This is an optimization exercise on Yosys and OpenROAD, whose aim is small area, a short achievable clock period and few clock cycles per item, not a production implementation. At most, simulation tests tie the RTL to the original design; equivalence was not proved. Power figures rest on the tool's default switching activity, not on a simulated workload.

## indigo
Design date_text_to_day_number, start of the top module:
module date_text_to_day_number (
    input  wire logic   i_clk,
    input  wire logic   i_rst_n,
    input  wire logic          i_char_valid,
    output logic               o_char_ready,
    input  wire logic [7:0]    i_char_code,
    input  wire logic          i_char_last,
    output logic               o_day_valid,
    input  wire logic          i_day_ready,
    output logic [21:0]        o_day_number,
    output logic               o_day_status
);
For scale: ~690 cells after synthesis, roughly 64 flip-flops, ~0.0055 sq mm of cells after synthesis.
Settings: LEC_CHECK=0, ABC_CLOCK_PERIOD_IN_PS=2800, CAP_MARGIN=20, CORE_MARGIN=2, CORE_UTILIZATION=40, CTS_BUF_LIST=sky130_fd_sc_hd__clkbuf_4 sky130_fd_sc_hd__clkbuf_8, SETUP_SLACK_MARGIN=4.5, SLEW_MARGIN=20; clock period 7.5 ns.
run.sh (not shown) runs the stock make flow with config.mk's settings and CLKGATE_MAP_FILE= SYNTH_SCRIPT=/design/flow/synth_recipe.tcl, a recipe that flattens the netlist after the stock synthesis.
indigo completed end to end with timing, DRC and antenna clean.
[inputs] nickel vs indigo
Settings: CTS_BUF_LIST no longer set, was sky130_fd_sc_hd__clkbuf_4 sky130_fd_sc_hd__clkbuf_8; SETUP_SLACK_MARGIN now 4.2, was 4.5; ABC_CLOCK_PERIOD_IN_PS now 3000, was 2800.
==> flow/flow/run.sh (new file) <==
#!/bin/bash
# The standard layout (the standard.sh: ORFS synthesis through finish),
# with one change: the buffers that placement puts on the input and output
# ports are buf_2 cells instead of ORFS's default choice for sky130hd, a slow
# delay cell (clkdlybuf4s50_1). Every port still gets its own buffer.
# The make output goes to flow_make.log; ORFS keeps each step's log under
# orfs/logs/.
set -euo pipefail
export BUFFER_PORTS_ARGS="-buffer_cell sky130_fd_sc_hd__buf_2"
bash standard.sh finish > flow_make.log 2>&1
==> flow/standard.sh (new file) <==
#!/bin/bash
# synth_recipe.tcl (not shown) runs the flow's synth.tcl, then flattens the netlist and writes it again
# the make line also repeats each setting of config.mk as NAME=value (left out here)
make -C /OpenROAD-flow-scripts/flow DESIGN_CONFIG=/design/flow/config.mk WORK_HOME=/design/flow/orfs CLKGATE_MAP_FILE= SYNTH_SCRIPT=/design/flow/synth_recipe.tcl "${@:-finish}"
removed: flow/run.sh
### Flow results
The higher overall routing resource usage of indigo and nickel is in indigo.
In the flow results for indigo and nickel, the slew at the pin with the worst max-slew slack is larger on nickel.
Summary of nickel over indigo: number of buffers and inverters on the critical path now sits higher; routed wire length went down; utilization fell by 7.0 points; part of the power in combinational logic fell 3.6 points.
Via count down 8.7% in nickel wrt indigo
Compared with indigo, nickel shows a higher clock power.
diff inputs: nickel => tundra
==> flow/run.sh (new file) <==
#!/bin/bash
# synth_recipe.tcl (not shown) runs the flow's synth.tcl, then flattens the netlist and writes it again
# the make line also repeats each setting of config.mk as NAME=value (left out here)
make -C /OpenROAD-flow-scripts/flow DESIGN_CONFIG=/design/flow/config.mk WORK_HOME=/design/flow/orfs CLKGATE_MAP_FILE= SYNTH_SCRIPT=/design/flow/synth_recipe.tcl finish
removed: flow/flow/run.sh
removed: flow/standard.sh
tundra reports a higher via count than nickel does.
In the reports for nickel and tundra, the larger maximum fanout along the worst path belongs to tundra.
Changes observed in tundra relative to nickel: power per standard cell area grew by 6.4%; number of DRC violations after detailed-routing iteration 0 now sits lower; multi-input combinational area share now sits lower.
tundra: clock power higher than nickel
In tundra, first-pass GRT wire length is higher than in nickel.
No functional check of the RTL was part of any run of this note.


date_text_to_day_number, a different RTL version from the one above (not shown whole).
For scale: ~660 cells after synthesis, ~68 flip-flops, roughly 0.0053 mm² of cells after synthesis.
// date_text_to_day_number
module date_text_to_day_number (
    input  wire logic   i_clk,
    input  wire logic   i_rst_n,
    input  wire logic          i_char_valid,
    output logic               o_char_ready,
    input  wire logic [7:0]    i_char_code,
    input  wire logic          i_char_last,
    output logic               o_day_valid,
    input  wire logic          i_day_ready,
    output logic [21:0]        o_day_number,
    output logic               o_day_status
);
export LEC_CHECK = 0
export ABC_CLOCK_PERIOD_IN_PS = 2800
export CAP_MARGIN = 20
export CORE_MARGIN = 2
export CORE_UTILIZATION = 55
export CTS_BUF_LIST = sky130_fd_sc_hd__clkbuf_4 sky130_fd_sc_hd__clkbuf_8
export SETUP_SLACK_MARGIN = 4.7
export SLEW_MARGIN = 20
create_clock -name core_clock -period 7.5 [get_ports {i_clk}]
standard.sh (not shown) runs the stock make flow with config.mk's settings and CLKGATE_MAP_FILE= SYNTH_SCRIPT=/design/flow/synth_recipe.tcl, a recipe that flattens the netlist after the stock synthesis.
==> flow/flow/run.sh <==
#!/bin/bash
# The standard layout (the standard.sh: ORFS synthesis through finish),
# with two changes:
# - the buffers that placement puts on the input and output ports are buf_2
#   cells instead of ORFS's default choice for sky130hd, a slow delay cell
#   (clkdlybuf4s50_1); every port still gets its own buffer;
# - clock tree synthesis uses clkbuf_4/clkbuf_8 and adds no dummy loads
#   (ORFS's own arguments otherwise).
# The make output goes to flow_make.log; ORFS keeps each step's log under
# orfs/logs/.
set -euo pipefail
export BUFFER_PORTS_ARGS="-buffer_cell sky130_fd_sc_hd__buf_2"
export CTS_ARGS="-sink_clustering_enable -repair_clock_nets -buf_list {sky130_fd_sc_hd__clkbuf_4 sky130_fd_sc_hd__clkbuf_8} -dont_use_dummy_load"
bash standard.sh finish > flow_make.log 2>&1
Testbench counts at the start, summed over its fixed seeds: cycles 28,567, items 3,200.
Then changed:
CORE_UTILIZATION = 40   (was 55)
PLACE_DENSITY = 0.4   (was default)
SETUP_SLACK_MARGIN = 4.85   (was 4.7)
Non-clock buffer count increases by 18.
Cell count increases by a little under a tenth.
Total power increases by a few percent.
Then changed:
PLACE_DENSITY = default   (was 0.4)
SETUP_SLACK_MARGIN = 4.6   (was 4.85)
The changed run finished with timing, DRC and antenna clean.
Worst setup slack degrades by 0.16 ns.
Sequential power stays flat.
Utilization drops by 4.8 points.
Routed wire length drops by roughly a tenth.
Non-clock buffer count drops by 30.
Design area drops by roughly a tenth.
Global-route usage drops by 1.9 points.
Power drops by a few percent.
Synthesized area stays the same.
Worst hold slack stays flat.
Then changed:
PLACE_DENSITY = 0.75   (was default)
SETUP_SLACK_MARGIN = 4.7   (was 4.6)
Result: Wire length barely changes. Critical path depth fell by 1. Synthesized area stays the same. Via count is higher by a few percent.

## re-timing with driven ports
The flow's constraints put no driver on any port. The routed layouts listed below were extracted and timed again, unchanged, in two steps. Step 1 sets driving cells, clkbuf_16 on the clock port and buf_2 on the other inputs (assumed; they add their load-dependent delay and slew). Step 2 times the ports against the registers' clock, not the clock port: input delays grow and output delays shrink by t, the midpoint of the rising clock arrivals with the driver on. Three values: ideal, step 1, step 2; two values: the first two.
| run | shift t [ns] | setup slack, ns | pins driven straight from the clock port |
|---|---|---|---|
| indigo | 0.414 | 4.460 / 4.460 / 4.298 | 1 |
| nickel | 0.380 | 4.291 / 4.291 / 4.291 | 1 |
| tundra | 0.380 | 4.240 / 4.240 / 4.240 | 1 |
| the first run of note 2 | 0.374 | 4.663 / 4.663 / 4.498 | 1 |
| the second run of note 2 | 0.388 | 4.774 / 4.774 / 4.655 | 1 |
| the third run of note 2 | 0.389 | 4.615 / 4.615 / 4.588 | 1 |
| the fourth run of note 2 | 0.389 | 4.649 / 4.649 / 4.537 | 1 |
After both steps every run listed still meets setup and hold. The setup slack of the first run of note 2, which loses most, moves by 0.000 ns with the drivers and by -0.165 ns with both steps.
